Background: an optimization exercise with open tools, aiming at small area. Do not read the settings as production practice. The RTL was checked by simulation tests, not by an equivalence proof against the original design. No run shown here takes its clock network from TritonCTS; it comes from the design's own scripts or RTL. The clock port is modelled as an ideal driver, which makes a skipped or thinned clock tree look cheaper than it is; a real chip needs a root buffer or a tree. Power figures rest on the tool's default switching activity, not on a simulated workload.

## flow/run.sh

```bash
#!/bin/bash
# Own layout flow: the standard ORFS flow (standard.sh) with these changes:
#  - synthesis runs flow/synth.tcl, which is synth_recipe.tcl with the final ABC
#    mapping done by the area-oriented script flow/area.abc (no delay target);
#    registers are untouched, so they match the standard synthesis;
#  - every port still gets its own buffer, but a buf_1 rather than the default cell;
#  - the clock tree is built by flow/manual_cts.tcl (run as ORFS's PRE_CTS_TCL
#    hook): one root clock buffer driving leaf clock buffers, each driving a
#    compact cluster of at most about 17 flip-flops (more leaves if the
#    estimated clock-pin slew exceeds 110 ps); ORFS's own
#    clock_tree_synthesis is skipped, the rest of its CTS step runs as usual.
# Each tool's output goes to ORFS's own logs under orfs/logs; make's to flow.log.
set -euo pipefail
W=$PWD
export AREA_ABC_SCRIPT=$W/flow/area.abc
export BUFFER_PORTS_ARGS="-buffer_cell sky130_fd_sc_hd__buf_1"
export PRE_CTS_TCL=$W/flow/manual_cts.tcl
export MCTS_SINKS=17
export MCTS_MAX_SLEW=0.110
export MCTS_LEAF_CELL=sky130_fd_sc_hd__clkbuf_8
export MCTS_ROOT_CELL=sky130_fd_sc_hd__clkbuf_8
sed "s|SYNTH_SCRIPT=[^ ]*|SYNTH_SCRIPT=$W/flow/synth.tcl|" standard.sh > own_standard.sh
bash own_standard.sh finish > flow.log 2>&1
```

## flow/area.abc

```
strash
&get -n
&st
&dch -f
&nf -a -R 1000
&put
topo
```

## flow/manual_cts.tcl

```tcl
# Manual clock tree, run before ORFS's CTS step (PRE_CTS_TCL): the clock port
# drives one root clock buffer, which drives leaf clock buffers; each leaf
# drives a cluster of at most about MCTS_SINKS flip-flops, clustered by
# position (k-means with balanced cluster sizes).
# ORFS's clock_tree_synthesis is then skipped; the rest of its CTS step
# (legalisation, timing repair) runs as usual.
proc mcts_build {want} {
  set block [ord::get_db_block]
  set db [ord::get_db]
  set leafm [$db findMaster $::env(MCTS_LEAF_CELL)]
  set rootm [$db findMaster $::env(MCTS_ROOT_CELL)]
  set clk [[$block findBTerm clk] getNet]
  $clk setSigType CLOCK
  set sinks {}
  set xs {}
  set ys {}
  foreach it [$clk getITerms] {
    set inst [$it getInst]
    set box [$inst getBBox]
    lappend sinks $it
    lappend xs [expr {([$box xMin] + [$box xMax]) / 2.0}]
    lappend ys [expr {([$box yMin] + [$box yMax]) / 2.0}]
  }
  set n [llength $sinks]
  set nleaf $want
  set cap [expr {($n + $nleaf - 1) / $nleaf}]
  # k-means, seeded with points spread along the sorted x order
  set order [lsort -real -indices $xs]
  set cx {}
  set cy {}
  for {set k 0} {$k < $nleaf} {incr k} {
    set i [lindex $order [expr {int(($k + 0.5) * $n / $nleaf)}]]
    lappend cx [lindex $xs $i]
    lappend cy [lindex $ys $i]
  }
  set asg [lrepeat $n 0]
  for {set iter 0} {$iter < 30} {incr iter} {
    # assign each sink to the nearest leaf that still has room, taking the
    # sink-leaf pairs from the closest one up
    set pairs {}
    for {set i 0} {$i < $n} {incr i} {
      for {set k 0} {$k < $nleaf} {incr k} {
        set dx [expr {[lindex $xs $i] - [lindex $cx $k]}]
        set dy [expr {[lindex $ys $i] - [lindex $cy $k]}]
        lappend pairs [list [expr {$dx * $dx + $dy * $dy}] $i $k]
      }
    }
    set room [lrepeat $nleaf $cap]
    set done [lrepeat $n 0]
    foreach p [lsort -real -index 0 $pairs] {
      lassign $p d i k
      if {[lindex $done $i] || [lindex $room $k] == 0} { continue }
      lset asg $i $k
      lset done $i 1
      lset room $k [expr {[lindex $room $k] - 1}]
    }
    set sx [lrepeat $nleaf 0.0]
    set sy [lrepeat $nleaf 0.0]
    set sc [lrepeat $nleaf 0]
    for {set i 0} {$i < $n} {incr i} {
      set k [lindex $asg $i]
      lset sx $k [expr {[lindex $sx $k] + [lindex $xs $i]}]
      lset sy $k [expr {[lindex $sy $k] + [lindex $ys $i]}]
      lset sc $k [expr {[lindex $sc $k] + 1}]
    }
    for {set k 0} {$k < $nleaf} {incr k} {
      if {[lindex $sc $k] > 0} {
        lset cx $k [expr {[lindex $sx $k] / [lindex $sc $k]}]
        lset cy $k [expr {[lindex $sy $k] / [lindex $sc $k]}]
      }
    }
  }
  # root buffer at the centre of the leaves
  set rx 0.0
  set ry 0.0
  for {set k 0} {$k < $nleaf} {incr k} {
    set rx [expr {$rx + [lindex $cx $k] / $nleaf}]
    set ry [expr {$ry + [lindex $cy $k] / $nleaf}]
  }
  set root [odb::dbInst_create $block $rootm clkbuf_mcts_root]
  $root setLocation [expr {int($rx)}] [expr {int($ry)}]
  $root setPlacementStatus PLACED
  set rootnet [odb::dbNet_create $block clknet_mcts_root]
  $rootnet setSigType CLOCK
  [$root findITerm A] connect $clk
  [$root findITerm X] connect $rootnet
  for {set k 0} {$k < $nleaf} {incr k} {
    set leaf [odb::dbInst_create $block $leafm clkbuf_mcts_leaf_$k]
    $leaf setLocation [expr {int([lindex $cx $k])}] [expr {int([lindex $cy $k])}]
    $leaf setPlacementStatus PLACED
    set net [odb::dbNet_create $block clknet_mcts_leaf_$k]
    $net setSigType CLOCK
    [$leaf findITerm A] connect $rootnet
    [$leaf findITerm X] connect $net
    set cnt 0
    for {set i 0} {$i < $n} {incr i} {
      if {[lindex $asg $i] == $k} {
        set it [lindex $sinks $i]
        $it disconnect
        $it connect $net
        incr cnt
      }
    }
    puts "mcts: leaf $k drives $cnt sinks"
  }
  puts "mcts: $n sinks, $nleaf leaves"
}
# worst slew at a flip-flop clock pin, from placement parasitics
proc mcts_worst_slew {} {
  set_propagated_clock [all_clocks]
  estimate_parasitics -placement
  set worst 0
  foreach pin [get_pins -hierarchical */CLK] {
    set s [get_property $pin slew_max]
    if {$s > $worst} { set worst $s }
  }
  return $worst
}
# take the tree apart again: sinks back on the clock net, buffers removed
proc mcts_undo {} {
  set block [ord::get_db_block]
  set clk [[$block findBTerm clk] getNet]
  foreach inst [$block getInsts] {
    if {![string match clkbuf_mcts_* [$inst getName]]} { continue }
    set out [[$inst findITerm X] getNet]
    if {[string match clkbuf_mcts_leaf_* [$inst getName]]} {
      foreach it [$out getITerms] {
        if {[$it getInst] ne $inst} { $it disconnect; $it connect $clk }
      }
    }
  }
  foreach inst [$block getInsts] {
    if {[string match clkbuf_mcts_* [$inst getName]]} {
      set out [[$inst findITerm X] getNet]
      odb::dbInst_destroy $inst
      odb::dbNet_destroy $out
    }
  }
}
# start from the leaf count that keeps clusters within MCTS_SINKS sinks and
# add leaves while the estimated clock-pin slew exceeds MCTS_MAX_SLEW (ns)
set mcts_n [llength [[[[ord::get_db_block] findBTerm clk] getNet] getITerms]]
set mcts_k [expr {($mcts_n + $::env(MCTS_SINKS) - 1) / $::env(MCTS_SINKS)}]
while {1} {
  mcts_build $mcts_k
  set mcts_s [mcts_worst_slew]
  puts "mcts: $mcts_k leaves, worst clock-pin slew estimate $mcts_s"
  if {$mcts_s <= $::env(MCTS_MAX_SLEW) || $mcts_k >= 40} { break }
  mcts_undo
  incr mcts_k
}
# the tree is built: skip ORFS's own clock tree synthesis
rename clock_tree_synthesis orfs_clock_tree_synthesis
proc clock_tree_synthesis {args} {
  puts "clock_tree_synthesis skipped: manual clock tree"
  set_propagated_clock [all_clocks]
}
```

## flow/synth.tcl

```tcl
# The standard flow's synthesis script (synth_recipe.tcl) with one change: the final ABC
# mapping runs an area-oriented script, without a delay target.
proc synth {args} { yosys synth -nofsm -noshare {*}$args }
proc abc {args} {
  set i [lsearch -exact $args -script]
  if {$i >= 0} { set args [lreplace $args [expr {$i + 1}] [expr {$i + 1}] $::env(AREA_ABC_SCRIPT)] }
  set i [lsearch -exact $args -D]
  if {$i >= 0} { set args [lreplace $args $i [expr {$i + 1}]] }
  puts "area abc: $args"
  yosys abc {*}$args
}
source $::env(SCRIPTS_DIR)/synth.tcl
# left out here: clear keep_hierarchy, flatten, clean up, hide names made inside functions, write 1_2_yosys.v
```

## standard.sh

```bash
#!/bin/bash
# synth_recipe.tcl (not shown) runs the flow's synth.tcl, then flattens the netlist and writes it again
# the make line also repeats each setting of config.mk as NAME=value (left out here)
make -C /OpenROAD-flow-scripts/flow DESIGN_CONFIG=/design/flow/config.mk WORK_HOME=/design/flow/orfs CLKGATE_MAP_FILE= SYNTH_SCRIPT=/design/flow/synth_recipe.tcl "${@:-finish}"
```

## config.mk

```make
export PLATFORM = sky130hd
export DESIGN_NAME = cpu16_backend
export DESIGN_NICKNAME = cpu16_backend
export VERILOG_FILES = /design/flow/design.v
export SDC_FILE = /design/flow/constraint.sdc
export NUM_CORES = 4
export LEC_CHECK = 0
export CAP_MARGIN = 20
export CORE_MARGIN = 2
export CORE_UTILIZATION = 60
export PLACE_DENSITY = 0.75
export SLEW_MARGIN = 20
```

## constraint.sdc

```tcl
create_clock -name core_clock -period 5.0 [get_ports {clk}]
set_input_delay 1.0000 -clock core_clock [delete_from_list [all_inputs] [get_ports {clk}]]
set_output_delay 1.0000 -clock core_clock [all_outputs]
set_load 0.01 [all_outputs]
```

## design.v

```verilog
package cpu16_pkg;
    localparam int WORD_W    = 16;
    localparam int NUM_REGS  = 8;
    localparam int NUM_LANES = 2;
    localparam int MEM_WORDS = 256;
    localparam int LANE_W    = (NUM_LANES > 1) ? $clog2(NUM_LANES) : 1;
    localparam int REGVAL_W  = NUM_REGS * WORD_W;
    localparam int ISSUE_W   = 16 + 2 * WORD_W + 2;
    localparam int RESULT_W  = 16 + 2 + 2 * WORD_W;
    localparam int RETIRE_W  = 16 + 1 + WORD_W;
    typedef logic [WORD_W-1:0]   word_t;
    typedef logic [15:0]         instr_t;
    typedef logic [2:0]          reg_idx_t;
    typedef logic [7:0]          mem_addr_t;
    typedef logic [LANE_W-1:0]   lane_idx_t;
    typedef logic [REGVAL_W-1:0] regval_t;
    typedef enum logic [3:0] {
        OP_ADD = 4'h0,
        OP_SUB = 4'h1,
        OP_AND = 4'h2,
        OP_OR  = 4'h3,
        OP_XOR = 4'h4,
        OP_SHL = 4'h5,
        OP_LDI = 4'h6,
        OP_LD  = 4'h7,
        OP_NOP = 4'hf
    } opcode_t;
    typedef struct packed {
        instr_t instr;
        word_t  a;
        word_t  b;
        logic   iswb;
        logic   isld;
    } issue_t;
    typedef struct packed {
        instr_t instr;
        logic   iswb;
        logic   isld;
        word_t  aluresult;
        word_t  ldresult;
    } lane_result_t;
    typedef struct packed {
        instr_t instr;
        logic   written;
        word_t  result;
    } retire_t;
    typedef struct packed {
        logic     valid;
        reg_idx_t idx;
        word_t    value;
    } commit_t;
endpackage
`timescale 1ns/100ps
module cpu16_backend
(
    input  logic         clk,
    input  logic         reset,
    input  logic         in_valid,
    output logic         in_ready,
    input  logic [15:0]  in_instr,
    output logic         retire_valid,
    input  logic         retire_ready,
    output logic [32:0]  retire,
    output logic [127:0] regval
);
    logic [127:0] rf;      
    logic [15:0] ins;      
    logic [15:0] acc;      
    logic [1:0]  ph;       
    logic [3:0]  cnt;      
    logic        c;        
    logic        wb;       
    wire [3:0]  op     = ins[15:12];
    wire        nop    = op[3];
    wire [2:0]  rd     = ins[10:8];
    wire        is_sub = (op[2:0] == 3'd1);
    wire        is_log = (op[2:1] == 2'd1) || (op[2:0] == 3'd4);
    wire        is_shl = (op[2:0] == 3'd5);
    wire        is_ldi = (op[2:0] == 3'd6);
    wire        is_ld  = (op[2:0] == 3'd7);
    wire [2:0]  sel   = (ph == 2'd0) ? ins[10:8] : (ph == 2'd1) ? ins[7:5] : ins[4:2];
    wire        rzero = (ph == 2'd0) && nop;
    logic [15:0] rv;
    always_comb begin
        if (rzero)
            rv = 16'h0000;
        else case (sel)
            3'd0: rv = rf[15:0];
            3'd1: rv = rf[31:16];
            3'd2: rv = rf[47:32];
            3'd3: rv = rf[63:48];
            3'd4: rv = rf[79:64];
            3'd5: rv = rf[95:80];
            3'd6: rv = rf[111:96];
            default: rv = rf[127:112];
        endcase
    end
    wire        rbit = rv[cnt];
    wire [3:0]  k    = rv[3:0];
    wire        ibit = ins[cnt[2:0]];
    wire        last  = (cnt == 4'd15);
    wire        kend  = (cnt == ~k);
    wire        bop  = is_ld ? (ibit && cnt < 4'd5) : rbit;
    wire        bx   = bop ^ is_sub;
    wire        a0   = acc[0];
    wire        sum  = a0 ^ bx ^ c;
    wire        cry  = (a0 & bx) | (a0 & c) | (bx & c);
    wire        is_ao = (op[2:1] == 2'd1);
    logic nb;      
    logic cn;      
    logic fin;     
    always_comb begin
        nb  = 1'b0;
        cn  = c;
        fin = 1'b0;
        case (ph)
            2'd1: begin
                if (nop)
                    nb = 1'b0;
                else if (is_ldi)
                    nb = ibit && !cnt[3];
                else
                    nb = rbit;
                fin = last && (nop || is_ldi);
                cn  = is_sub || (op[2:0] == 3'd3);
            end
            2'd2: begin
                if (is_shl) begin
                    nb = a0 && !c;
                    cn = c || kend;
                end else begin
                    nb = is_ao ? cry : sum;
                    if (!is_log)
                        cn = last ? (acc[8:5] == 4'd0) : cry;
                end
                fin = last && !is_shl && !is_ld;
            end
            default: begin
                if (is_shl) begin
                    nb  = a0;
                    fin = kend;
                end else begin
                    nb  = c && (cnt[3:2] == 2'd0 ? a0 :
                                cnt[3:2] == 2'd1 ? acc[12] : (cnt == 4'd12));
                    fin = last;
                end
            end
        endcase
    end
    wire [15:0] accn = {nb, acc[15:1]};
    assign in_ready = (ph == 2'd0) && !wb && !retire_valid;
    assign retire   = {ins, !nop, rv};
    always_ff @(posedge clk) begin
        if (reset) begin
            ph           <= 2'd0;
            wb           <= 1'b0;
            retire_valid <= 1'b0;
        end else begin
            if (ph == 2'd0) begin
                if (in_valid && in_ready)
                    ph <= 2'd1;
            end else if (fin) begin
                ph <= 2'd0;
            end else if (last) begin
                ph <= ph + 2'd1;
            end
            wb <= ph != 2'd0 && fin;
            if (wb)
                retire_valid <= 1'b1;
            else if (retire_ready)
                retire_valid <= 1'b0;
        end
    end
    always_ff @(posedge clk) begin
        if (in_valid && in_ready)
            ins <= in_instr;
    end
    always_ff @(posedge clk) begin
        if (ph == 2'd0)
            cnt <= 4'd0;
        else
            cnt <= cnt + 4'd1;
        c <= cn;
        acc <= accn;
    end
    wire        wr = wb && !nop;
    wire [15:0] wd = acc & {16{!reset}};
    always_ff @(posedge clk) begin
        for (int i = 0; i < 8; i++) begin
            if (reset || (wr && rd == 3'(i)))
                rf[i*16 +: 16] <= wd;
        end
    end
    assign regval = rf;
endmodule
```

==> results of run 1 <==
per-stage QoR:
stage	util, %	hold slack, ps	power, mW	cells
floorplan	-	323.5	3.440	419
finish	71.78	350.1	5.006	766
detailed placement	69.86	328.8	4.327	754
CTS	71.40	349.5	4.917	766
global placement	69.86	327.7	4.256	754
global route	71.78	353.7	5.267	766
sequential cells by signal (all words and copies together) (netlist names):
register and cells:
rf 128, wb 1, ins 16, cnt 4, ph 2, retire_valid 1
acc 16, c 1
what timing repair did:
action                     4_1_cts  5_1_grt
buffers inserted                 0        0
gates resized for setup          0       14
setup endpoints to repair        0        4
Yosys cell counts (6+ instances only):
library cell / n
a21oi_1: 19
a222oi_1: 16
a22oi_1: 32
and3_1: 14
clkinv_1: 13
dfxtp_1: 24
edfxtp_1: 145
ha_1: 6
mux4_2: 6
nand2_1: 20
nand3_1: 8
nor2_1: 33
nor2b_1: 21
o21ai_0: 8
critical path: stages (launching register included):
cell	delay, ps
dfxtp_1	380
clkinv_1	140
ha_4	210
mux2i_1	150
nor2_1	70
a21oi_2	190
clkinv_1	90
nand2_1	110
nor2_1	150
buf_4	230
a222oi_1	320
nand4_1	140
o21ai_0	100
nor2_1	90
mux4_2	480
mux2_1	280
nor2_1	90
a21oi_1	60
a21oi_1	200
xor2_1	210
fa_1	440
nor3b_1	220
o21ai_0	120
a31oi_1	170
path summary, 6_finish.rpt:
| check | end |
|---|---|
| hold / removal | acc[2]$_DFF_P_ |
| hold reg to reg | acc[2]$_DFF_P_ |
| setup reg to reg | acc[15]$_DFF_P_ |
| setup / recovery | acc[15]$_DFF_P_ |
cells by family (layout without fill, tap and decap cells):
group | Yosys count | in the layout | synth area share [%]
fa+ha+maj | 7 | 7 | 1.459
buf+inv | 14 | 221 | 0.8640
mux | 12 | 12 | 3.014
simple gates | 115 | 115 | 8.869
compound gates | 95 | 95 | 10.67
xor+xnor | 7 | 7 | 0.9407
flops | 169 | 169 | 74.18
cell type report:
class / count / area share (%)
repair buffers: 196 / 10.27
plain buffers: 12 / 2.151
multi-input cells: 236 / 21.70
flip-flops and latches: 169 / 62.96
well taps: 140 / 2.281
inverters: 13 / 0.6355
where the power goes:
part	leakage (nW)	switching [mW]	internal, mW	total (mW)
clock	0.0863	0.391	0.216	0.606
combinational	0.806	1.41	0.844	2.25
sequential	1.67	0.232	1.92	2.15
routing by layer:
layer | vias up | track usage [%]
met5 | - | 0
met1 | 2350 | 43.88
met4 | 0 | 6.960
met2 | 332 | 46.81
met3 | 35 | 2.773
li1 | 2077 | -
==> impl_results.md, run 1 <==
* Slew margin rel. at a little under a third
* Synth top area share at between 60% and 70%
* Placed cell areas at 7473 um2
* Post-Syn Nets at approximately 450
* Register area share after synthesis at 74.18%
* First-pass iteration count of the detailed router at 7
* Final Routed Wirelength at between 15000 and 20000 um
* Final Hold Fails at 0
* Max Used Layer: met4
* Die ar. at ~12000 um2
* Diodes inserted at 0
* Power Density at about 650 nW/um2
* Core area at around 11000 um2
* Routed Antenna Nets at 0
* Post-Syn Instances at 419
* PortBufs at roughly 180
* Vias in the first global route at between 4000 and 5000
* FFs w/ async S/R, synth at 0%
* Pleak at approximately 2.6 nW
* Total GRT Usage at roughly 29%
* Residual DRC at 0
* Reg2Reg Setup Slack at between 200 and 300 ps
* WP data required at between 5000 and 6000 ps
* Post-route setup TNS at 0 ps
* Die width at about 110 um
* Die Y at around 110 um
* Max FO, Critical Path at 10
* Worst slack, placed at roughly 140 ps
* FF-to-FF path depth at 23
* Most frequent cells in the layout: buf_1, edfxtp_1, a22oi_1
* Register Area at 4835 um2
* Metal-1 WL at between 6000 and 7000 um
* Outcome: no timing/DRC/antenna violations
* Clk Latency, worst-skew pair at ~430 ps
* Synthesized flop and latch total at about 170
* Post-synthesis area per instance at 15.55 um2
* Io pins at around 180
* Final GP Congestion at around 0.93
* GRT overflow at 0
* 1st-iter DRT viols at 614
* Rows at 38
* Initial antenna violation count at 0
* Tightest Hold Check Type: reg2reg
* Met2 wire length at between 8000 and 9000 um
* Final worst slack at between 200 and 300 ps
* Post-synth top area cell: edfxtp_1
* CP endpoint kind: flop
* Final setup violation count at 0
* Vias at between 4000 and 5000
* RR Startpoint: ph[1]$_SDFFE_PP0P_
* Nets at around 660
* P&R area growth vs syn at 17.82%
* Peak VDD IR at 0.3318 mV
* Commonest non-fill, non-tap cell in the layout: buf_1
* Post-Syn Area at between 6000 and 7000 um2
* Fin crit share at a little over nine tenths
* Startpoint Class: flop
* Footprint of the multi-input gates at roughly 1700 um2
* Routed length per placed instance at approximately 23 um
* Final instance area at between 7000 and 8000 um2
* Worst Path Arrival at slightly above 5000 ps
* Largest net degree at the start of global routing at 22
* CP startpoint: ph[1]$_SDFFE_PP0P_
* Share of layout cells above drive strength 1 at 6.869%
* RSZ-0062 raised after global routing: no
* Hold_buf cts at 0
* Fin. max-slew vios at 0
* HPWL Detailed at ~12000 um
* Clk_skew at 11.96 ps
* Distinct cells, synth at 42
* Metal3 WL at about 2100 um
* Starting Density at 60.92%
* Area contributors post-synth: edfxtp_1, dfxtp_1, a22oi_1
* Most used flip-flop cell after synthesis: edfxtp_1
* Vias per inst at between 6 and 7
* YS warnings at 1
* Fillers at about 780
* Max_cap viols at 0
* Slew @ Worst Pin at ~1000 ps
* Hold depth at 0
* Minimum clock period at around 4700 ps
* Crit Path Category: reg2reg
* EDFF count, synth at ~150
* First-pass GRT wire length at ~25000 um
* Fmax at ~210 MHz
* Clock slew at reported path FFs at roughly 100 ps
* Min-Delay Startpoint: acc[3]$_DFF_P_
==> run 2, diff against run 1 <==
==> flow/area.abc (replaced) <==
strash
&get -n
&st
&dch -f
&nf -a -R 1000
&put
strash
&get -n
&st
&dch -f
&nf -a -R 1000
&put
strash
&get -n
&st
&dch -f
&nf -a -R 1000
&put
topo
==> run 2 against run 1 <==
Largest power group is now sequential cells. Clock power down 0.8%. Hold slack about the same. Sequential power down 14%. Die area down 1.3%. Still clean on timing, DRC and antenna. Critical path depth down 2. Setup slack better by 17 ps. Register-to-register slack better by 20 ps. Core utilization up 1.3 points. Combinational power down 71%. Fmax up 0.36%. Design area down 1.4%. Synthesized area down 1.3%.
==> impl_results.md, run 2 <==
* Largest net degree at the start of global routing at 29
* CP startpoint: ph[1]$_SDFFE_PP0P_
* Residual DRC at 0
* Final instance area at 7575 um2
* Post-synthesis area per instance at between 15 and 20 um2
* Power Density at slightly above 400 nW/um2
* Final Hold Fails at 0
* Most common cell in the netlist: edfxtp_1
* Area share of and/or/nand/nor cells after synthesis at between 6 and 7%
* Total GRT Usage at between 30% and 40%
* Synth Area in XOR/XNOR at less than 1%
* Minimum clock period at between 4000 and 5000 ps
* Crit path top cell by count: mux2i_1
* P&R area growth vs syn at 17.76%
* Max FO, Critical Path at 8
* Post-Syn Nets at 428
* RSZ-0062 raised after global routing: no
* Post-synth top area cell: edfxtp_1
* Hold_ws at about 350 ps
* Final GP Congestion at between 0.8 and 0.9
* Post-Syn Instances at 401
* Fmax at roughly 210 MHz
* Diodes inserted at 0
* Switch share at 30.03%
* Clock share of power at between 10% and 20%
* CP endpoint kind: flop
* Routed length per placed instance at approximately 24 um
* Worst slack, placed at 51.15 ps
* P_int at 2.161 mW
* Final worst slack at ~310 ps
* Fin. max-slew vios at 0
* Min-Delay Startpoint: acc[2]$_DFF_P_
* Outcome: no timing/DRC/antenna violations
* Largest family of logic cells by synthesized area: compound AO/OA/AOI/OAI gates
* YS warnings at 1
* Peak VDD IR at between 0.2 and 0.3 mV
* Vias per inst at around 6.5
* Distinct cells, synth at 39
* Rows at 37
* Placed cell count at between 700 and 800
* Core area at between 10000 and 15000 um2
* Commonest non-fill, non-tap cell in the layout: buf_1
* Top flop regs: rf x128, acc x16, ins x16
* GRT overflow at 0
* Post-route setup TNS at 0 ps
* Vias in the first global route at roughly 4500
* Final setup violation count at 0
* Share of layout cells above drive strength 1 at 6.271%
* Placed cell areas at ~7400 um2
* PortBufs at roughly 180
* Switching power at ~0.93 mW
* Non-filler instance count after layout at between 700 and 800
* Synthesized flop and latch total at ~170
* Post-Syn Area at ~6400 um2
* WP data required at ~5300 ps
* RR Startpoint: ph[1]$_SDFFE_PP0P_
* First-pass GRT wire length at between 20000 and 30000 um
* Routed Antenna Nets at 0
* Clk Latency, worst-skew pair at 420 ps
* Slew @ Worst Pin at ~1100 ps
* Clk_skew at ~17 ps
* Fin crit share at 93.74%
* Area contributors post-synth: edfxtp_1, dfxtp_1, a222oi_1
* Nets at 635
* Power share of the combinational group at between 20% and 30%
* Synth top area share at between 60 and 70%
* Most used flip-flop cell after synthesis: edfxtp_1
* Tightest Hold Check Type: reg2reg
* Largest register FFs at 128
* Post-synthesis mux area share at under 10%
* Startpoint Class: flop
* Clock slew at reported path FFs at 100 ps
* Io pins at around 180
* FFs w/ async S/R, synth at 0%
* Initial antenna violation count at 0
* Max_cap viols at 0
* Post-synthesis compound-gate area fraction at 12.76%
* First-pass iteration count of the detailed router at 6
* Slew margin rel. at 23.51%
* Critical Path, Cell by Cell: clkinv_1, ha_2, mux2i_1, nor2_1, a21oi_2, or2_1, nor2_2, buf_4, a222oi_1, and3_1, a21oi_1, mux4_2, mux2i_1, nand2_1, o21ai_1, mux2i_1, xnor2_1, fa_1, o32ai_1, o21ai_0, a31oi_1
* Worst path bufs/invs at 2
* HPWL Detailed at approximately 12000 um
* Pleak at ~2.5 nW
* Vias at 4793
* Worst path top cell family by delay: compound AO/OA/AOI/OAI gates
* Register area share after synthesis at roughly three quarters
* Slowest-stage cell, CP: mux4_2
* Die width at 107.5 um
* Sequential Power Share at between 50% and 60%
* Most frequent cells in the layout: buf_1, edfxtp_1, nor2_1, a222oi_1, dfxtp_1
* Final Routed Wirelength at around 18000 um
* CP max stage delay at between 400 and 500 ps
* EDFF count, synth at approximately 150
* Crit Path Category: reg2reg
* Adder-cell area share of the yosys netlist at 1.478%
* Reg with most FFs: rf
* Post-synth top cells: edfxtp_1, nor2_1, a222oi_1
* Die Y at between 100 and 150 um
* Worst Path Arrival at ~5000 ps
* Starting Density at between 60% and 70%
* Die ar. at approximately 12000 um2
* 1st-iter DRT viols at slightly above 600
## run 2: cell families after synthesis
family,after synthesis
AND/OR/NAND/NOR,85
flip-flops,169
adder cells (fa/ha/maj),7
multiplexers,10
XOR/XNOR,6
AO/OA/AOI/OAI,109
buffers and inverters,15
## run 2: area by class of cell
type	instances	area, um2
fillers	734	2795
plain buffers	12	165.2
inverters	14	52.55
well taps	136	170.2
repair buffers	194	773.2
flip-flops and latches	169	4835
multi-input cells	217	1579
## run 2: what timing repair did
action | 4_1_cts | 5_1_grt
endpoints found under the setup margin | 0 | 2
setup buffers | 0 | 0
hold buffers | 0 | 0
resized for setup | 0 | 11
## run 2: through the flow
stage / util (%) / total power [mW]
detailed placement: 71.13 / 2.497
CTS: 72.72 / 3.076
finish: 73.05 / 3.089
global placement: 71.13 / 2.476
global route: 73.05 / 3.203
floorplan: - / 2.201
## run 2: layer usage
| metal | routed length [um] | share of wire [%] | global-route usage (%) |
|---|---|---|---|
| met3 | 1712 | 9.5 | 4.479 |
| met1 | 6939 | 39 | 42.24 |
| met4 | 435 | 2.4 | 7.234 |
| met2 | 8850 | 49 | 50.72 |
| met5 | 0 | 0 | 0 |
## run 2: path summary, 6_finish.rpt
kind                                        end  slack [ps]  depth (start not counted)
worst max-delay path            acc[15]$_DFF_P_         310                         21
worst min register to register   acc[1]$_DFF_P_         350                          0
worst max register to register  acc[15]$_DFF_P_         310                         21
worst min-delay path             acc[1]$_DFF_P_         350                          0
## run 2: power groups by stage
stage	logic, mW	clock network [mW]	registers, mW
3_5_place_dp	0.629	0	1.87
3_3_place_gp	0.612	0	1.86
5_1_grt	0.691	0.656	1.86
6_report	0.647	0.601	1.84
2_1_floorplan	0.309	0	1.89
4_1_cts	0.631	0.607	1.84
==> run 3, diff against run 2 <==
==> flow/area.abc (replaced) <==
strash
&get -n
&st
&dch -f
&nf -a -R 1000 -C 32
&put
topo
==> run 3 against run 2 <==
Hold slack worse by 1.4 ps. Cell count is 0.13% higher. Flip-flop and latch count stayed put. Core utilization is 0.12 points lower. Sequential power is 16% higher. Highest routed layer unchanged. Routed wire length is 3.2% lower. Via count is 1.2% lower.
==> impl_results.md, run 3 <==
* Outcome: no timing/DRC/antenna violations
* Clock share of power at roughly an eighth
* Post-synthesis area per instance at approximately 16 um2
* Core area at approximately 10000 um2
* Slowest-stage cell, CP: nor2_1
* Largest net degree at the start of global routing at 29
* Distinct cells, synth at 41
* Slew margin rel. at 26.51%
* Diodes inserted at 0
* Post-route setup TNS at 0 ps
* Reg with most FFs: rf
* Max FO, Critical Path at 10
* Pleak at ~2.5 nW
* Die width at between 100 and 150 um
* First-pass iteration count of the detailed router at 9
* Resized cells post-CTS at 0
* CP endpoint kind: flop
* Rows at 37
* Routed Antenna Nets at 0
* Most common cell in the netlist: edfxtp_1
* 1st-iter DRT viols at about 660
* Starting Density at between 60% and 70%
* Synthesized flop and latch total at 169
* Total GRT Usage at slightly below 30%
* Hold_buf cts at 0
* Worst slack, placed at about 190 ps
* Die Y at 107.9 um
* WP data required at about 5400 ps
* Clk_skew at 8.599 ps
* GRT overflow at 0
* Peak VDD IR at 0.3949 mV
* Nets at around 640
* Largest register FFs at 128
* Area contributors post-synth: edfxtp_1, dfxtp_1, a22oi_1
* Power share of the combinational group at ~40%
* Startpoint Class: flop
* PortBufs at about 180
* HPWL Detailed at ~12000 um
* Final setup violation count at 0
* First-pass GRT wire length at approximately 25000 um
* P&R area growth vs syn at 17.38%
* Die ar. at 11630 um2
* Power Density at approximately 610 nW/um2
* Top flop regs: rf x128, acc x16, ins x16
* Share of layout cells above drive strength 1 at under 10%
* Routed length per placed instance at ~23 um
* Vias per inst at around 6.4
* Post-synth top cells: edfxtp_1, a22oi_1, nor2_1
* Most used flip-flop cell after synthesis: edfxtp_1
* Synth top area share at around two thirds
* CP max stage delay at between 700 and 800 ps
* Final Power at between 4 and 5 mW
* Max_cap viols at 0
* P_int at roughly 2.8 mW
* Initial antenna violation count at 0
* Fin. max-slew vios at 0
* Fillers at 712
* Minimum clock period at 4805 ps
* Post-Syn Area at ~6500 um2
* Post-synth top area cell: edfxtp_1
* Final design utilization at between 70 and 80%
* Residual DRC at 0
* Commonest non-fill, non-tap cell in the layout: buf_1
* Final Routed Wirelength at approximately 17000 um
* Critical Path, Cell by Cell: clkinv_1, ha_1, nor2_1, a21oi_2, nand2b_1, nor2_1, buf_4, a222oi_1, a41oi_1, mux4_2, mux2i_1, nand2_1, o21ai_1, mux2i_1, xnor2_1, fa_1, nor3b_1, o21ai_0, a31oi_1
* Post-Syn Instances at between 400 and 500
* Hold_ws at approximately 350 ps
* Most frequent cells in the layout: buf_1, edfxtp_1, a22oi_1
* Crit Path Category: reg2reg
* Post-CTS Setup Inserts at 0
* FFs w/ async S/R, synth at 0%
* Io pins at between 150 and 200
* Switching power at between 1.5 and 2 mW
* Final GP Congestion at 0.9419
* Vias at 4737
* Switch share at about two fifths
* Clock slew at reported path FFs at 90 ps
* Clk Latency, worst-skew pair at approximately 420 ps
* Final Hold Fails at 0
* Fin crit share at between 90% and 100%
* Register area share after synthesis at between 70% and 80%
* Slew @ Worst Pin at between 1000 and 1500 ps
* Worst Path Arrival at about 5200 ps
* Fmax at ~210 MHz
* YS warnings at 1
* Final worst slack at between 150 and 200 ps
* Sequential Power Share at a little under half
* Vias in the first global route at 4353
* Tightest Hold Check Type: reg2reg
* Post-Syn Nets at between 400 and 500
* EDFF count, synth at roughly 150
[run 3: cell count changes after synthesis, sizes merged, moves of 3 or more]
cell and change:
a222oi -10, a22oi +13, o21ai -3, a221oi -4, a41oi +12, nand2 +13
o21bai -3, a31oi -12, a21oi -5, nor3 -3
[run 3: worst max-delay path: cells and delay by family, from the launching register on]
kind            cells  cell delay (ps)
xor+xnor            1              160
buf+inv             2              460
flops               1              370
mux                 3              650
fa+ha+maj           2              790
simple gates        5             1460
compound gates      6              860
[run 3: layout make-up]
| class | instances | area (um2) | area share (%) |
|---|---|---|---|
| plain buffers | 12 | 165.2 | 2.174 |
| inverters | 13 | 48.80 | 0.6424 |
| multi-input cells | 219 | 1604 | 21.12 |
| flip-flops and latches | 169 | 4835 | 63.65 |
| well taps | 136 | 170.2 | 2.240 |
| repair buffers | 194 | 773.2 | 10.18 |
[run 3: per-layer routing]
layer	global-route usage, %	vias to the layer above	share of wire [%]
met4	7.601	0	2.3
met2	46.68	370	48
met5	0	-	0
met3	4.419	35	12
met1	42.21	2291	38
li1	-	2041	-
[run 3: worst paths after layout]
path,slack [ps],cells past startpoint,end,startpoint
worst max-delay path,190,19,acc[15]$_DFF_P_,ph[0]$_SDFFE_PP0P_
worst max register to register,190,19,acc[15]$_DFF_P_,ph[0]$_SDFFE_PP0P_
worst min-delay path,350,0,acc[10]$_DFF_P_,acc[11]$_DFF_P_
worst min register to register,350,0,acc[10]$_DFF_P_,acc[11]$_DFF_P_
[run 3: power groups by stage]
| stage | combinational [mW] | clock [mW] | sequential [mW] |
|---|---|---|---|
| detailed placement | 1.83 | 0 | 2.15 |
| finish | 1.90 | 0.594 | 2.13 |
| global placement | 1.79 | 0 | 2.14 |
| CTS | 1.84 | 0.602 | 2.12 |
| global route | 2.04 | 0.651 | 2.16 |
| floorplan | 1.05 | 0 | 2.19 |
[run 3: kinds of logic after synthesis]
| logic type | count (synthesis) | share of synthesized area (%) |
|---|---|---|
| buf+inv | 14 | 0.8702 |
| fa+ha+maj | 7 | 1.469 |
| mux | 13 | 3.190 |
| flops | 169 | 74.71 |
| xor+xnor | 7 | 0.9474 |
| simple gates | 93 | 6.922 |
| compound gates | 99 | 11.89 |
[run 3: through the flow]
step	instances	area, um2
floorplan	402	6471
global placement	731	7407
detailed placement	731	7407
CTS	743	7572
global route	743	7596
finish	743	7596
==> run 4, diff against run 3 <==
--- a/design.v
+++ b/design.v
@@ -65,7 +65,8 @@
 );
     logic [127:0] rf;      
     logic [15:0] ins;      
-    logic [15:0] acc;      
+    logic [15:0] acc_n;    
+    wire  [15:0] acc = ~acc_n;
     logic [1:0]  ph;       
     logic [3:0]  cnt;      
     logic        c;        
@@ -181,13 +182,13 @@
         else
             cnt <= cnt + 4'd1;
         c <= cn;
-        acc <= accn;
+        acc_n <= ~accn;
     end
     wire        wr = wb && !nop;
     wire [15:0] wd = acc & {16{!reset}};
     always_ff @(posedge clk) begin
         for (int i = 0; i < 8; i++) begin
-            if (reset || (wr && rd == 3'(i)))
+            if (reset || (wr && sel == 3'(i)))
                 rf[i*16 +: 16] <= wd;
         end
     end
==> flow/area.abc (replaced) <==
strash
&get -n
&st
&dch -f
&nf -a -R 1000
&put
strash
&get -n
&st
&dch -f
&nf -a -R 1000
&put
strash
&get -n
&st
&dch -f
&nf -a -R 1000
&put
topo
==> run 4 against run 3 <==
Fmax increased by 4.1%. Sequential power about the same. Clock power increased by 1%. Synthesized area decreased by 0.72%. Via count increased by 1.7%. Sequential share of layout area decreased by 0.81 points. Routed wire length increased by 2.5%. Power increased by 13%. Combinational power increased by 31%. Flip-flop and latch count unchanged. Critical endpoint is now acc_n[15]$_DFF_P_. Largest power group is now combinational logic. Highest routed layer unchanged.
==> impl_results.md, run 4 <==
* Outcome: no timing/DRC/antenna violations
* Io pins at ~180
* Synth top area share at between 60% and 70%
* WP data required at approximately 5400 ps
* Crit Path Category: reg2reg
* Diodes inserted at 0
* Area contributors post-synth: edfxtp_1, dfxtp_1, a222oi_1
* Placed cell count at 749
* Min-Delay Startpoint: acc_n[9]$_DFF_P_
* Top flop regs: rf x128, acc_n x16, ins x16
* Peak VDD IR at 0.4404 mV
* Synthesized flop and latch total at between 150 and 200
* PortBufs at roughly 180
* Final Routed Wirelength at approximately 18000 um
* RR Startpoint: ph[1]$_SDFFE_PP0P_
* GRT overflow at 0
* Most common cell in the netlist: edfxtp_1
* Reg with most FFs: rf
* Final Hold Fails at 0
* Fmax at around 220 MHz
* Slew margin rel. at between 30% and 40%
* RSZ-0062 raised after global routing: no
* Final setup violation count at 0
* Final design utilization at 74.19%
* YS warnings at 1
* Footprint of the multi-input gates at 1565 um2
* Pleak at about 2.7 nW
* Routed length per placed instance at 23.31 um
* Die width at roughly 110 um
* Clock slew at reported path FFs at around 100 ps
* Worst Path Arrival at 4980 ps
* Die Y at 107.5 um
* HPWL Detailed at approximately 12000 um
* Startpoint Class: flop
* Final Power at about 5.2 mW
* Distinct cells, synth at 38
* RR Endpoint: acc_n[15]$_DFF_P_
* Core area at ~10000 um2
* Vias per inst at around 6.3
* Tightest Hold Check Type: reg2reg
* Post-Syn Area at approximately 6400 um2
* Final GP Congestion at between 0.9 and 1
* Post-Syn Instances at 410
* Reg2Reg Setup Slack at ~380 ps
* Post-synth top cells: edfxtp_1, nor2_1, a222oi_1
* P&R area growth vs syn at 19.75%
* Initial antenna violation count at 0
* Largest net degree at the start of global routing at 29
* Largest register FFs at ~130
* Register area share after synthesis at about three quarters
* Placed cell areas at 7486 um2
* Residual DRC at 0
* Max FO, Critical Path at 17
* Post-route setup TNS at 0 ps
* First-pass iteration count of the detailed router at 6
* First-pass GRT wire length at approximately 26000 um
* CP endpoint kind: flop
* Max_cap viols at 0
* Vias at about 4800
* Total GRT Usage at between 20% and 30%
* Clk Latency, worst-skew pair at roughly 430 ps
* Vias in the first global route at between 4000 and 5000
* Hold depth at 0
* Most frequent cells in the layout: buf_1, edfxtp_1, nor2_1
* Post-synthesis area per instance at between 15 and 20 um2
* Share of layout cells above drive strength 1 at 8.293%
* Post-synth top area cell: edfxtp_1
* Hold Path End: acc_n[8]$_DFF_P_
* Slew @ Worst Pin at slightly above 900 ps
* EDFF count, synth at 145
* Fin. max-slew vios at 0
* FF-to-FF path depth at 22
* Starting Density at between 60% and 70%
* Nets at roughly 660
* Power Density at roughly 700 nW/um2
* Clk_skew at about 15 ps
* Most used flip-flop cell after synthesis: edfxtp_1
* Post-Syn Nets at 437
* 1st-iter DRT viols at just over 700
* Rows at 37
* Fin crit share at around 92%
* Fillers at approximately 700
* Minimum clock period at between 4000 and 5000 ps
* Commonest non-fill, non-tap cell in the layout: buf_1
* Die ar. at 11550 um2
* FFs w/ async S/R, synth at 0%
* Register Area at 4835 um2
* Final instance area at 7694 um2
* Routed Antenna Nets at 0
* Non-filler instance count after layout at approximately 760
==> run 4: cell count changes after synthesis, sizes merged, moves of 12 or more <==
cell | previous run | this run
a41oi | 12 | 0
a22oi | 28 | 4
o21ai | 9 | 21
a21oi | 7 | 23
nor2 | 28 | 51
a222oi | 16 | 28
nor2b | 20 | 3
==> run 4: logic make-up (layout without fill, tap and decap cells) <==
group	after synthesis	count (layout)	synth area share [%]
muxes	12	12	3.057
DFF	169	169	75.25
and+or+nand+nor	96	96	6.524
xor gates and xnor gates	7	7	0.9543
AOI/OAI and AO/OA	106	106	11.92
buffers and inverters	13	230	0.8179
adders and majority gates	7	7	1.480
==> run 4: cell type report <==
cell class                      count  area share, %
Sequential cell                   169          62.84
Multi-Input combinational cell    228          20.34
Timing Repair Buffer              206          11.87
Tap cell                          136          2.212
Buffer                             12          2.147
Inverter                           12         0.5855
==> run 4: metrics by stage <==
step / setup WS, ps / hold WS [ps]
after detailed placement: 72.58 / 340.8
final: 383.8 / 356.9
after global routing: 18.62 / 362.5
after floorplan: 573.1 / 331.7
after global placement: 375.0 / 341.2
after CTS: 75.78 / 357.6
==> run 4: metal layers <==
metal | track usage, % | routed length, um
met5 | 0 | 0
met2 | 47.44 | 8460
met1 | 44.34 | 6860
met3 | 4.722 | 2080
met4 | 6.777 | 383
==> run 4: worst max path at each step <==
stage,slack (ps),to,cells after the start,startpoint
2_1_floorplan,570,acc_n[15]$_DFF_P_,23,ph[1]$_SDFFE_PP0P_
3_3_place_gp,370,acc_n[15]$_DFF_P_,24,ph[1]$_SDFFE_PP0P_
3_5_place_dp,70,acc_n[15]$_DFF_P_,22,ph[1]$_SDFFE_PP0P_
4_1_cts,80,acc_n[15]$_DFF_P_,22,ph[1]$_SDFFE_PP0P_
5_1_grt,20,acc_n[15]$_DFF_P_,23,ph[0]$_SDFFE_PP0P_
6_report,380,acc_n[15]$_DFF_P_,22,ph[1]$_SDFFE_PP0P_
==> run 4: critical path: stages, from the launching register on <==
cell	delay, ps
dfxtp_1	330
inv_2	70
ha_2	230
buf_4	140
mux2i_1	170
nor2_1	90
a21oi_2	240
nor2_1	130
buf_12	180
a221o_1	340
a221oi_1	240
a21oi_1	180
mux4_2	490
mux2_1	300
o21ai_2	130
mux2i_1	100
xnor2_1	200
fa_1	450
mux2i_1	130
nand2_1	70
nand3_1	70
o311ai_0	150
o21ai_1	110
==> run 4: repair_timing <==
action | in CTS | in global routing
endpoints found under the setup margin | 0 | 2
resized for setup | 0 | 12
hold buffers | 0 | 0
setup buffers | 0 | 2
==> run 4: where the power goes <==
group | internal, mW | switching [mW] | total [mW] | leakage (nW)
Combinational | 0.965 | 1.52 | 2.49 | 0.915
Clock | 0.216 | 0.385 | 0.601 | 0.0863
Sequential | 1.92 | 0.229 | 2.15 | 1.67
==> run 5, diff against run 4 <==
==> flow/area.abc (replaced) <==
strash
&get -n
&st
&dch -f
&nf -a -R 1000 -C 32
&put
topo
==> run 5 against run 4 <==
Highest routed layer unchanged. Die area down 0.19%. Sequential share of layout area up 1.3 points. Clock skew up 12 ps. Combinational power down 26%. Routed wire length up 0.81%. Core utilization down 1.5 points. Global-route usage up 0.23 points. Power down 12%. Fmax down 1.6%. Largest power group is now sequential cells. Setup slack worse by 77 ps.
==> impl_results.md, run 5 <==
* Outcome: no timing/DRC/antenna violations
* FFs w/ async S/R, synth at 0%
* Hold Path End: acc_n[8]$_DFF_P_
* Slew @ Worst Pin at approximately 980 ps
* Most frequent cells in the layout: buf_1, edfxtp_1, nor2_1
* Sequential Power Share at 46.6%
* Register area share after synthesis at between 70 and 80%
* Clock share of power at between 10% and 20%
* P&R area growth vs syn at 17.50%
* Post-CTS Setup Inserts at 0
* Switch share at between 30% and 40%
* Routed length per placed instance at 24.23 um
* WP data required at ~5200 ps
* Post-route setup TNS at 0 ps
* Post-Syn Area at ~6400 um2
* RR Startpoint: ph[0]$_SDFFE_PP0P_
* Diodes inserted at 0
* RSZ-0062 raised after global routing: no
* Fin. max-slew vios at 0
* Most common cell in the netlist: edfxtp_1
* Initial antenna violation count at 0
* Clk Latency, worst-skew pair at ~450 ps
* Synth top area share at 67.90%
* Power Density at between 600 and 700 nW/um2
* Fillers at slightly above 700
* Top flop regs: rf x128, acc_n x16, ins x16
* Switching power at ~1.8 mW
* Residual DRC at 0
* Slew margin rel. at approximately 34%
* Commonest non-fill, non-tap cell in the layout: buf_1
* Post-synthesis area per instance at ~16 um2
* Startpoint Class: flop
* Starting Density at roughly three fifths
* Area contributors post-synth: edfxtp_1, dfxtp_1, a222oi_1
* Final Power at between 4 and 5 mW
* Rows at 37
* Most used flip-flop cell after synthesis: edfxtp_1
* P_int at between 2 and 3 mW
* 1st-iter DRT viols at 744
* Min-Delay Startpoint: acc_n[9]$_DFF_P_
* PortBufs at between 150 and 200
* Distinct cells, synth at 39
* CP startpoint: ph[0]$_SDFFE_PP0P_
* Vias at 4745
* Crit Path Category: reg2reg
* Post-synth top area cell: edfxtp_1
* Synthesized flop and latch total at 169
* Minimum clock period at approximately 4700 ps
* Hold depth at 0
* YS warnings at 1
* Vias in the first global route at 4600
* Max FO, Critical Path at 17
* Io pins at about 180
* Largest register FFs at 128
* Clock slew at reported path FFs at about 100 ps
* Power share of the combinational group at about two fifths
* Post-Syn Instances at approximately 400
* RR Endpoint: c$_DFFE_PP_
* Post-synth top cells: edfxtp_1, nor2_1, a222oi_1
* Clk_skew at around 27 ps
* Final setup violation count at 0
* Vias per inst at about 6.4
* Worst Path Arrival at a little under 5000 ps
* First-pass iteration count of the detailed router at 6
* HPWL Detailed at about 12000 um
* First-pass GRT wire length at 25920 um
* Final Routed Wirelength at 17930 um
* Core area at 10370 um2
* Pleak at around 2.6 nW
* GRT overflow at 0
* FF-to-FF path depth at 20
* Post-Syn Nets at about 430
* Routed Antenna Nets at 0
* Die Y at 107.4 um
* Fmax at 213.1 MHz
* Peak VDD IR at about 0.32 mV
* Reg with most FFs: rf
* Final Hold Fails at 0
* Tightest Hold Check Type: reg2reg
* Max_cap viols at 0
* Share of layout cells above drive strength 1 at between 5 and 6%
* Die ar. at around 12000 um2
* Total GRT Usage at 30.09%
* CP endpoint kind: flop
* Final GP Congestion at around 0.89
* Reg2Reg Setup Slack at 310 ps
* Die width at approximately 110 um
* Fin crit share at approximately 94%
* Nets at 633
* Largest net degree at the start of global routing at 29
* EDFF count, synth at 145
run 5: cell count changes in the layout (fill, tap and decap cells not counted), moves of 4 or more:
cell / change
a311oi_1: +12
o21ai_0: -9
buf_4: -8
nand3_1: -5
buf_12: -4
run 5: layout make-up:
class / instances / area (um2) / area share, %
sequential: 169 / 4835 / 64.16
multi-input combinational: 216 / 1533 / 20.34
timing repair buffer: 194 / 773.2 / 10.26
buffer: 13 / 178.9 / 2.375
tap: 136 / 170.2 / 2.258
inverter: 12 / 45.04 / 0.5978
run 5: kinds of logic after synthesis:
kind of cell    synth area share (%)
compound gates                 12.02
flops                          75.40
buf+inv                       0.8195
simple gates                   6.283
mux                            3.044
xor+xnor                      0.9561
fa+ha+maj                      1.483
run 5: worst max-delay path: stages, from the launching register on:
cell	delay (ps)
dfxtp_1	350
clkinv_1	90
ha_1	340
clkinv_1	260
o21ai_2	250
nand2b_1	170
nor2_1	50
buf_4	210
a222oi_1	380
nand3_1	140
o211ai_1	160
clkinv_1	180
mux4_2	490
o221ai_1	240
mux2i_1	130
xor2_1	170
fa_1	410
nand2_1	80
o211ai_1	90
o311ai_0	110
o21ai_0	130
run 5: power groups by stage:
stage / clock [mW] / combinational (mW) / sequential, mW
finish: 0.633 / 1.84 / 2.16
floorplan: 0 / 0.996 / 2.21
global route: 0.682 / 1.96 / 2.19
detailed placement: 0 / 1.80 / 2.18
global placement: 0 / 1.74 / 2.16
CTS: 0.643 / 1.81 / 2.15
run 5: stage by stage:
stage | utilization [%] | cell area [um2] | std cells | worst slack [ps] | hold slack, ps
after floorplan | - | 6412 | 398 | 591.6 | 331.7
after global placement | 70.86 | 7348 | 727 | 531.9 | 335.1
after detailed placement | 70.86 | 7348 | 727 | 209.8 | 341.6
after CTS | 72.59 | 7527 | 740 | 200.9 | 360.1
after global routing | 72.66 | 7535 | 740 | 49.24 | 364.4
final | 72.66 | 7535 | 740 | 307.0 | 361.9
run 5: how the worst max path moves through the flow:
stage                     depth (start not counted)           to  slack [ps]
after floorplan                                  19  c$_DFFE_PP_         590
after global placement                           20  c$_DFFE_PP_         530
after detailed placement                         20  c$_DFFE_PP_         210
after CTS                                        20  c$_DFFE_PP_         200
after global routing                             20  c$_DFFE_PP_          50
final                                            20  c$_DFFE_PP_         310
run 5: what timing repair did:
item / 4_1_cts / 5_1_grt
setup endpoints to repair: 0 / 2
resized for setup: 0 / 3
hold buffers: 0 / 0
run 5: metal layers:
| metal | part of all wire, % | vias to the layer above | global-route usage, % |
|---|---|---|---|
| met5 | 0 | - | 0 |
| met4 | 2.9 | 0 | 9.249 |
| met3 | 11 | 43 | 4.843 |
| met2 | 49 | 361 | 49.73 |
| met1 | 37 | 2306 | 41.78 |
| li1 | - | 2035 | - |
==> run 6, diff against run 5 <==
--- a/flow/run.sh
+++ b/flow/run.sh
@@ -9,11 +9,15 @@
 #    compact cluster of at most about 17 flip-flops (more leaves if the
 #    estimated clock-pin slew exceeds 110 ps); ORFS's own
 #    clock_tree_synthesis is skipped, the rest of its CTS step runs as usual.
+#  - before global placement, flow/upsize.tcl gives each drive-1 gate that
+#    feeds 12 or more pins drive 2 (placement would otherwise buffer the net).
 # Each tool's output goes to ORFS's own logs under orfs/logs; make's to flow.log.
 set -euo pipefail
 W=$PWD
 export AREA_ABC_SCRIPT=$W/flow/area.abc
 export BUFFER_PORTS_ARGS="-buffer_cell sky130_fd_sc_hd__buf_1"
+export PRE_GLOBAL_PLACE_TCL=$W/flow/upsize.tcl
+export UPSIZE_FANOUT=12
 export PRE_CTS_TCL=$W/flow/manual_cts.tcl
 export MCTS_SINKS=17
 export MCTS_MAX_SLEW=0.110
==> flow/upsize.tcl (new file) <==
# Run before global placement (PRE_GLOBAL_PLACE_TCL): a drive-1 gate that
# feeds UPSIZE_FANOUT or more pins gets the same gate at drive 2, so that
# placement's repair does not have to buffer the net.
proc upsize_high_fanout {} {
  set db [ord::get_db]
  set n 0
  foreach net [[ord::get_db_block] getNets] {
    if {[$net getSigType] ne "SIGNAL"} { continue }
    set drv ""
    set sinks 0
    foreach it [$net getITerms] {
      if {[$it isOutputSignal]} { set drv $it } else { incr sinks }
    }
    if {$drv eq "" || $sinks < $::env(UPSIZE_FANOUT)} { continue }
    set inst [$drv getInst]
    set master [[$inst getMaster] getName]
    if {[string match "*df*" $master]} { continue }
    if {![regexp {^(sky130_fd_sc_hd__[a-z0-9]+)_[01]$} $master -> base]} { continue }
    set bigger "${base}_2"
    if {[$db findMaster $bigger] eq "NULL"} { continue }
    replace_cell [$inst getName] $bigger
    incr n
  }
  puts "upsize: $n drivers of nets with $::env(UPSIZE_FANOUT) or more pins"
}
upsize_high_fanout
==> run 6 against run 5 <==
Global-route usage increased by 0.64 points. Routed wire length increased by 0.82%. Flip-flop and latch count unchanged. Setup slack got worse by 140 ps. Still clean. Power increased by 0.63%. Synthesized cell count unchanged.
==> impl_results.md, run 6 <==
* Outcome: no timing/DRC/antenna violations
* Final instance area at between 7000 and 8000 um2
* Hold Path End: acc_n[14]$_DFF_P_
* Hold depth at 0
* Final Routed Wirelength at about 18000 um
* Vias at 4796
* Register area share after synthesis at approximately 75%
* Area contributors post-synth: edfxtp_1, dfxtp_1, a222oi_1
* Max FO, Critical Path at 16
* Peak VDD IR at slightly below 0.4 mV
* Crit Path Category: reg2reg
* Most frequent cells in the layout: buf_1, edfxtp_1, nor2_1
* Die ar. at between 10000 and 15000 um2
* Clock slew at reported path FFs at about 110 ps
* Reg2Reg Setup Slack at 170 ps
* Final design utilization at roughly 73%
* Diodes inserted at 0
* Fin. max-slew vios at 0
* Fillers at 720
* Pleak at 2.529 nW
* Final setup violation count at 0
* RR Endpoint: c$_DFFE_PP_
* Share of layout cells above drive strength 1 at just over 8%
* Core area at around 10000 um2
* Slew margin rel. at just over 50%
* Most common cell in the netlist: edfxtp_1
* First-pass GRT wire length at ~26000 um
* Tightest Hold Check Type: reg2reg
* Largest net degree at the start of global routing at 29
* Worst path bufs/invs at 2
* Total GRT Usage at 30.73%
* Final Power at between 4 and 5 mW
* Slowest-stage cell, CP: or3_2
* Die width at approximately 110 um
* P&R area growth vs syn at 17.93%
* Top flop regs: rf x128, acc_n x16, ins x16
* Hold_ws at 356.9 ps
* Fmax at ~210 MHz
* Power Density at about 600 nW/um2
* FF-to-FF path depth at 17
* Final Hold Fails at 0
* Worst Path Arrival at 4990 ps
* Min-Delay Startpoint: acc_n[15]$_DFF_P_
* Routed Antenna Nets at 0
* Minimum clock period at between 4000 and 5000 ps
* YS warnings at 1
* Startpoint Class: flop
* CP max stage delay at between 700 and 800 ps
* Vias per inst at around 6.5
* Distinct cells, synth at 39
* Clk Latency, worst-skew pair at 430 ps
* Residual DRC at 0
* Nets at 630
* Critical Path, Cell by Cell: clkinv_1, ha_1, mux2i_1, nor2_1, a21oi_2, or3_2, o211ai_1, clkinv_1, mux4_2, o221ai_1, mux2i_1, xor2_1, fa_1, nand2_1, o211ai_1, o311ai_0, o21ai_0
* Worst path top cell family by delay: compound AO/OA/AOI/OAI gates
* Post-synth top area cell: edfxtp_1
* HPWL Detailed at between 10000 and 15000 um
* RR Startpoint: ph[1]$_SDFFE_PP0P_
* EDFF count, synth at ~150
* Post-synth top cells: edfxtp_1, nor2_1, a222oi_1
* Final GP Congestion at around 0.8
* Register Area at roughly 4800 um2
* Starting Density at roughly three fifths
* Vias in the first global route at 4503
* Io pins at 183
* Largest register FFs at ~130
* 1st-iter DRT viols at between 600 and 700
* Post-Syn Nets at 425
* Footprint of the multi-input gates at roughly 1600 um2
* Slew @ Worst Pin at 720.5 ps
* GRT overflow at 0
* PortBufs at around 180
* FFs w/ async S/R, synth at 0%
* Reg with most FFs: rf
* Routed length per placed instance at around 25 um
* Post-Syn Area at between 6000 and 7000 um2
* Most used flip-flop cell after synthesis: edfxtp_1
* Clk_skew at ~13 ps
* Post-synthesis area per instance at 16.11 um2
* Fin crit share at around 97%
* Initial antenna violation count at 0
* WP data required at 5150 ps
* CP endpoint kind: flop
* Post-Syn Instances at 398
* First-pass iteration count of the detailed router at 6
* Synthesized flop and latch total at between 150 and 200
* Synth top area share at 67.90%
* Die Y at between 100 and 150 um
* Rows at 37
* Commonest non-fill, non-tap cell in the layout: buf_1
* Max_cap viols at 0
* Placed cell areas at ~7400 um2
-- run 6: cell type report --
cell class                      instances  area share, %
Sequential cell                       169          63.93
Multi-Input combinational cell        216          21.10
Timing Repair Buffer                  193          10.13
Tap cell                              136          2.250
Buffer                                 11          2.002
Inverter                               12         0.5956
-- run 6: worst max path at each step --
stage | start | endpoint | cells past startpoint
CTS | ph[1]$_SDFFE_PP0P_ | acc_n[15]$_DFF_P_ | 20
detailed placement | ph[1]$_SDFFE_PP0P_ | c$_DFFE_PP_ | 19
global placement | ph[1]$_SDFFE_PP0P_ | c$_DFFE_PP_ | 19
finish | ph[1]$_SDFFE_PP0P_ | c$_DFFE_PP_ | 17
floorplan | ph[0]$_SDFFE_PP0P_ | c$_DFFE_PP_ | 19
global route | ph[1]$_SDFFE_PP0P_ | c$_DFFE_PP_ | 20
-- run 6: cell families after synthesis --
group           after synthesis  share of synthesized area (%)
fa+ha+maj                     7                          1.483
buf+inv                      13                         0.8195
flops                       169                          75.40
simple gates                 90                          6.283
mux                          12                          3.044
xor+xnor                      7                         0.9561
compound gates              100                          12.02
-- run 6: routing by layer --
metal / track usage [%] / part of all wire (%)
met4: 7.784 / 2.8
met5: 0 / 0
met3: 4.358 / 10
met2: 50.86 / 49
met1: 43.89 / 38
-- run 6: repair_timing --
item,4_1_cts,5_1_grt
endpoints found under the hold margin,0,0
resized for setup,0,8
hold buffers,0,0
endpoints found under the setup margin,0,3
setup buffers,0,1
-- run 6: report_power, final --
| part | total, mW | internal [mW] | switching [mW] |
|---|---|---|---|
| registers | 2.15 | 1.92 | 0.228 |
| clock network | 0.584 | 0.198 | 0.386 |
| logic | 1.92 | 0.663 | 1.26 |
| total | 4.66 | 2.78 | 1.87 |
-- run 6: through the flow --
stage | worst slack, ps | std cells | TNS (ps)
after global routing | -7.824 | 737 | -7.824
after detailed placement | 72.57 | 725 | 0
final | 166.3 | 737 | 0
after CTS | 22.90 | 736 | 0
after global placement | 395.0 | 725 | 0
after floorplan | 591.6 | 398 | 0
==> run 7, diff against run 6 <==
--- a/flow/run.sh
+++ b/flow/run.sh
@@ -9,15 +9,11 @@
 #    compact cluster of at most about 17 flip-flops (more leaves if the
 #    estimated clock-pin slew exceeds 110 ps); ORFS's own
 #    clock_tree_synthesis is skipped, the rest of its CTS step runs as usual.
-#  - before global placement, flow/upsize.tcl gives each drive-1 gate that
-#    feeds 12 or more pins drive 2 (placement would otherwise buffer the net).
 # Each tool's output goes to ORFS's own logs under orfs/logs; make's to flow.log.
 set -euo pipefail
 W=$PWD
 export AREA_ABC_SCRIPT=$W/flow/area.abc
 export BUFFER_PORTS_ARGS="-buffer_cell sky130_fd_sc_hd__buf_1"
-export PRE_GLOBAL_PLACE_TCL=$W/flow/upsize.tcl
-export UPSIZE_FANOUT=12
 export PRE_CTS_TCL=$W/flow/manual_cts.tcl
 export MCTS_SINKS=17
 export MCTS_MAX_SLEW=0.110
--- a/flow/manual_cts.tcl
+++ b/flow/manual_cts.tcl
@@ -1,10 +1,11 @@
 # Manual clock tree, run before ORFS's CTS step (PRE_CTS_TCL): the clock port
 # drives one root clock buffer, which drives leaf clock buffers; each leaf
 # drives a cluster of at most about MCTS_SINKS flip-flops, clustered by
-# position (k-means with balanced cluster sizes).
+# position (k-means with balanced cluster sizes, four seedings, keeping the
+# one with the lowest estimated clock-pin slew).
 # ORFS's clock_tree_synthesis is then skipped; the rest of its CTS step
 # (legalisation, timing repair) runs as usual.
-proc mcts_build {want} {
+proc mcts_build {want init} {
   set block [ord::get_db_block]
   set db [ord::get_db]
   set leafm [$db findMaster $::env(MCTS_LEAF_CELL)]
@@ -24,8 +25,14 @@
   set n [llength $sinks]
   set nleaf $want
   set cap [expr {($n + $nleaf - 1) / $nleaf}]
-  # k-means, seeded with points spread along the sorted x order
-  set order [lsort -real -indices $xs]
+  # k-means, seeded with points spread along one direction: x, y, x+y or x-y
+  set keys {}
+  for {set i 0} {$i < $n} {incr i} {
+    set x [lindex $xs $i]
+    set y [lindex $ys $i]
+    lappend keys [lindex [list $x $y [expr {$x + $y}] [expr {$x - $y}]] $init]
+  }
+  set order [lsort -real -indices $keys]
   set cx {}
   set cy {}
   for {set k 0} {$k < $nleaf} {incr k} {
@@ -141,12 +148,22 @@
 # add leaves while the estimated clock-pin slew exceeds MCTS_MAX_SLEW (ns)
 set mcts_n [llength [[[[ord::get_db_block] findBTerm clk] getNet] getITerms]]
 set mcts_k [expr {($mcts_n + $::env(MCTS_SINKS) - 1) / $::env(MCTS_SINKS)}]
+# for each leaf count, try the four seedings and keep the best
 while {1} {
-  mcts_build $mcts_k
-  set mcts_s [mcts_worst_slew]
-  puts "mcts: $mcts_k leaves, worst clock-pin slew estimate $mcts_s"
-  if {$mcts_s <= $::env(MCTS_MAX_SLEW) || $mcts_k >= 40} { break }
-  mcts_undo
+  set best_s 1e9
+  set best_i 0
+  for {set init 0} {$init < 4} {incr init} {
+    mcts_build $mcts_k $init
+    set mcts_s [mcts_worst_slew]
+    puts "mcts: $mcts_k leaves, seeding $init, worst clock-pin slew estimate $mcts_s"
+    mcts_undo
+    if {$mcts_s < $best_s} { set best_s $mcts_s; set best_i $init }
+  }
+  if {$best_s <= $::env(MCTS_MAX_SLEW) || $mcts_k >= 40} {
+    mcts_build $mcts_k $best_i
+    puts "mcts: chose $mcts_k leaves, seeding $best_i, estimate [mcts_worst_slew]"
+    break
+  }
   incr mcts_k
 }
 # the tree is built: skip ORFS's own clock tree synthesis
removed: flow/upsize.tcl
==> run 7 against run 6 <==
Still clean. Critical path depth is 5 higher. Sequential share of layout area is 0.45 points higher. Sequential power is essentially flat. Core utilization fell by 0.51 points. Hold slack better by 7.8 ps. Routed wire length down 1.1%. Via count fell by 0.81%. Combinational power decreased by 4%. Clock power hardly changed. Cell count rose by 0.14%. Design area is 0.69% lower.
==> impl_results.md, run 7 <==
* Initial antenna violation count at 0
* Post-synth top area cell: edfxtp_1
* Pleak at 2.543 nW
* Minimum clock period at 4641 ps
* Placed cell count at roughly 730
* Core area at 10370 um2
* Largest register FFs at roughly 130
* P&R area growth vs syn at 17.11%
* Most used flip-flop cell after synthesis: edfxtp_1
* Synthesized flop and latch total at approximately 170
* Distinct cells, synth at 39
* Crit Path Category: reg2reg
* Rows at 37
* Max FO, Critical Path at 17
* Die ar. at 11530 um2
* Post-Syn Area at approximately 6400 um2
* Reg with most FFs: rf
* CP endpoint kind: flop
* First-pass iteration count of the detailed router at 6
* 1st-iter DRT viols at approximately 830
* Clock slew at reported path FFs at 110 ps
* Total GRT Usage at around 30%
* Vias in the first global route at between 4000 and 5000
* Starting Density at 61.84%
* Nets at between 600 and 700
* Synth top area share at around two thirds
* Clk Latency, worst-skew pair at between 400 and 500 ps
* Post-synth top cells: edfxtp_1, nor2_1, a222oi_1
* Commonest non-fill, non-tap cell in the layout: buf_1
* Vias per inst at approximately 6.4
* Io pins at between 150 and 200
* Final setup violation count at 0
* Slew @ Worst Pin at between 900 and 1000 ps
* Area contributors post-synth: edfxtp_1, dfxtp_1, a222oi_1
* Register Area at around 4800 um2
* Routed length per placed instance at approximately 24 um
* EDFF count, synth at 145
* Peak VDD IR at about 0.34 mV
* Routed Antenna Nets at 0
* HPWL Detailed at about 12000 um
* Tightest Hold Check Type: reg2reg
* Hold_ws at around 360 ps
* Final Routed Wirelength at about 18000 um
* Resized cells post-CTS at 0
* Residual DRC at 0
* Top flop regs: rf x128, acc_n x16, ins x16
* Die width at roughly 110 um
* Vias at 4757
* YS warnings at 1
* Share of layout cells above drive strength 1 at 5.316%
* Fin crit share at 92.82%
* Fillers at between 700 and 800
* Most common cell in the netlist: edfxtp_1
* Post-Syn Instances at slightly below 400
* Post-Syn Nets at roughly 430
* WP data required at roughly 5200 ps
* Hold_buf cts at 0
* FFs w/ async S/R, synth at 0%
* Most frequent cells in the layout: buf_1, edfxtp_1, nor2_1
* Footprint of the multi-input gates at around 1500 um2
* Final GP Congestion at about 0.9
* Power Density at slightly above 600 nW/um2
* Final Hold Fails at 0
* Post-CTS Setup Inserts at 0
* Fin. max-slew vios at 0
* Max_cap viols at 0
* Largest net degree at the start of global routing at 29
* Fmax at 215.5 MHz
* Worst Path Arrival at just under 5000 ps
* Die Y at roughly 110 um
* Slew margin rel. at about a third
* PortBufs at 182
* Register area share after synthesis at between 70 and 80%
* RSZ-0062 raised after global routing: no
* Outcome: no timing/DRC/antenna violations
* Post-synthesis area per instance at between 15 and 20 um2
* Non-filler instance count after layout at 738
* Startpoint Class: flop
* First-pass GRT wire length at approximately 26000 um
* Clk_skew at about 15 ps
* Diodes inserted at 0
* Worst slack, placed at between 200 and 250 ps
* Final worst slack at between 300 and 400 ps
* Post-route setup TNS at 0 ps
* GRT overflow at 0
## run 7: through the flow
step | power [mW] | area, um2 | utilization, %
3_5_place_dp | 3.980 | 7348 | 70.86
6_report | 4.584 | 7510 | 72.42
4_1_cts | 4.549 | 7500 | 72.32
2_1_floorplan | 3.206 | 6412 | -
3_3_place_gp | 3.906 | 7348 | 70.86
5_1_grt | 4.784 | 7510 | 72.42
## run 7: layer usage
layer  track usage (%)  share of wire (%)  wire length (um)
met5                 0                  0                 0
met4             9.707                3.3               593
met3             4.177                9.8              1744
met1             41.73                 38              6798
met2             49.50                 49              8744
## run 7: power breakdown
group,total (mW),switching [mW],internal (mW)
clock network,0.581,0.382,0.199
registers,2.16,0.234,1.92
logic,1.85,1.21,0.642
## run 7: worst paths after layout
check | end | start | cells past startpoint | slack (ps)
max | c$_DFFE_PP_ | ph[1]$_SDFFE_PP0P_ | 22 | 360
min | acc_n[3]$_DFF_P_ | acc_n[4]$_DFF_P_ | 0 | 360
max reg2reg | c$_DFFE_PP_ | ph[1]$_SDFFE_PP0P_ | 22 | 360
min reg2reg | acc_n[3]$_DFF_P_ | acc_n[4]$_DFF_P_ | 0 | 360
## run 7: cell families after synthesis
family | after synthesis | share of synthesized area, %
simple gates | 90 | 6.283
xor+xnor | 7 | 0.9561
flops | 169 | 75.40
fa+ha+maj | 7 | 1.483
mux | 12 | 3.044
compound gates | 100 | 12.02
buf+inv | 13 | 0.8195
## run 7: final cells by class
cell class                 count  share of cell area [%]
tap                          136                   2.266
timing repair buffer         194                   10.30
sequential                   169                   64.38
buffer                        11                   2.016
multi-input combinational    216                   20.44
inverter                      12                  0.5998
## run 7: critical path, cell delays in order, from the launching register on
cell and delay, ps:
dfxtp_1 380, clkinv_1 120, ha_1 310, mux2i_1 220, nor2_1 80, a21oi_2 200, clkinv_1 90, nand2_1 90
nor2_1 40, buf_4 210, a222oi_1 300, nand3_1 150, o211ai_1 180, clkinv_1 190, mux4_2 490, o221ai_1 220
mux2i_1 120, xor2_1 170, fa_1 410, nand2_1 80, o211ai_1 90, o311ai_0 110, o21ai_0 140

static timing again, ports no longer ideal:
No port has a modelled driver above. Below, the same layouts with a new extraction and two added sets of constraints.
Step 1 sets driving cells, clkbuf_16 on the clock port and buf_2 on the other inputs (assumed; they add their load-dependent delay and slew).
Step 2 adds t to the input delays and takes it off the output delays; t is the mean of the earliest and latest rising clock arrival at the registers after step 1. Input paths then give back, and output paths get back, about the clock's delay inside the block.
Slacks: no drivers / after step 1 / after step 2; pairs: no drivers / after step 1.
run	shift t [ns]	slack for setup (ns)	worst setup path after step 2
run 1	0.457	0.296 / 0.296 / 0.296	register to register
run 2	0.448	0.313 / 0.313 / 0.313	register to register
run 3	0.450	0.195 / 0.195 / 0.195	register to register
run 4	0.455	0.384 / 0.384 / 0.384	register to register
run 5	0.476	0.307 / 0.307 / 0.307	register to register
run 6	0.463	0.166 / 0.166 / 0.166	register to register
run 7	0.455	0.359 / 0.359 / 0.359	register to register
After both steps setup and hold are still met in every run listed.
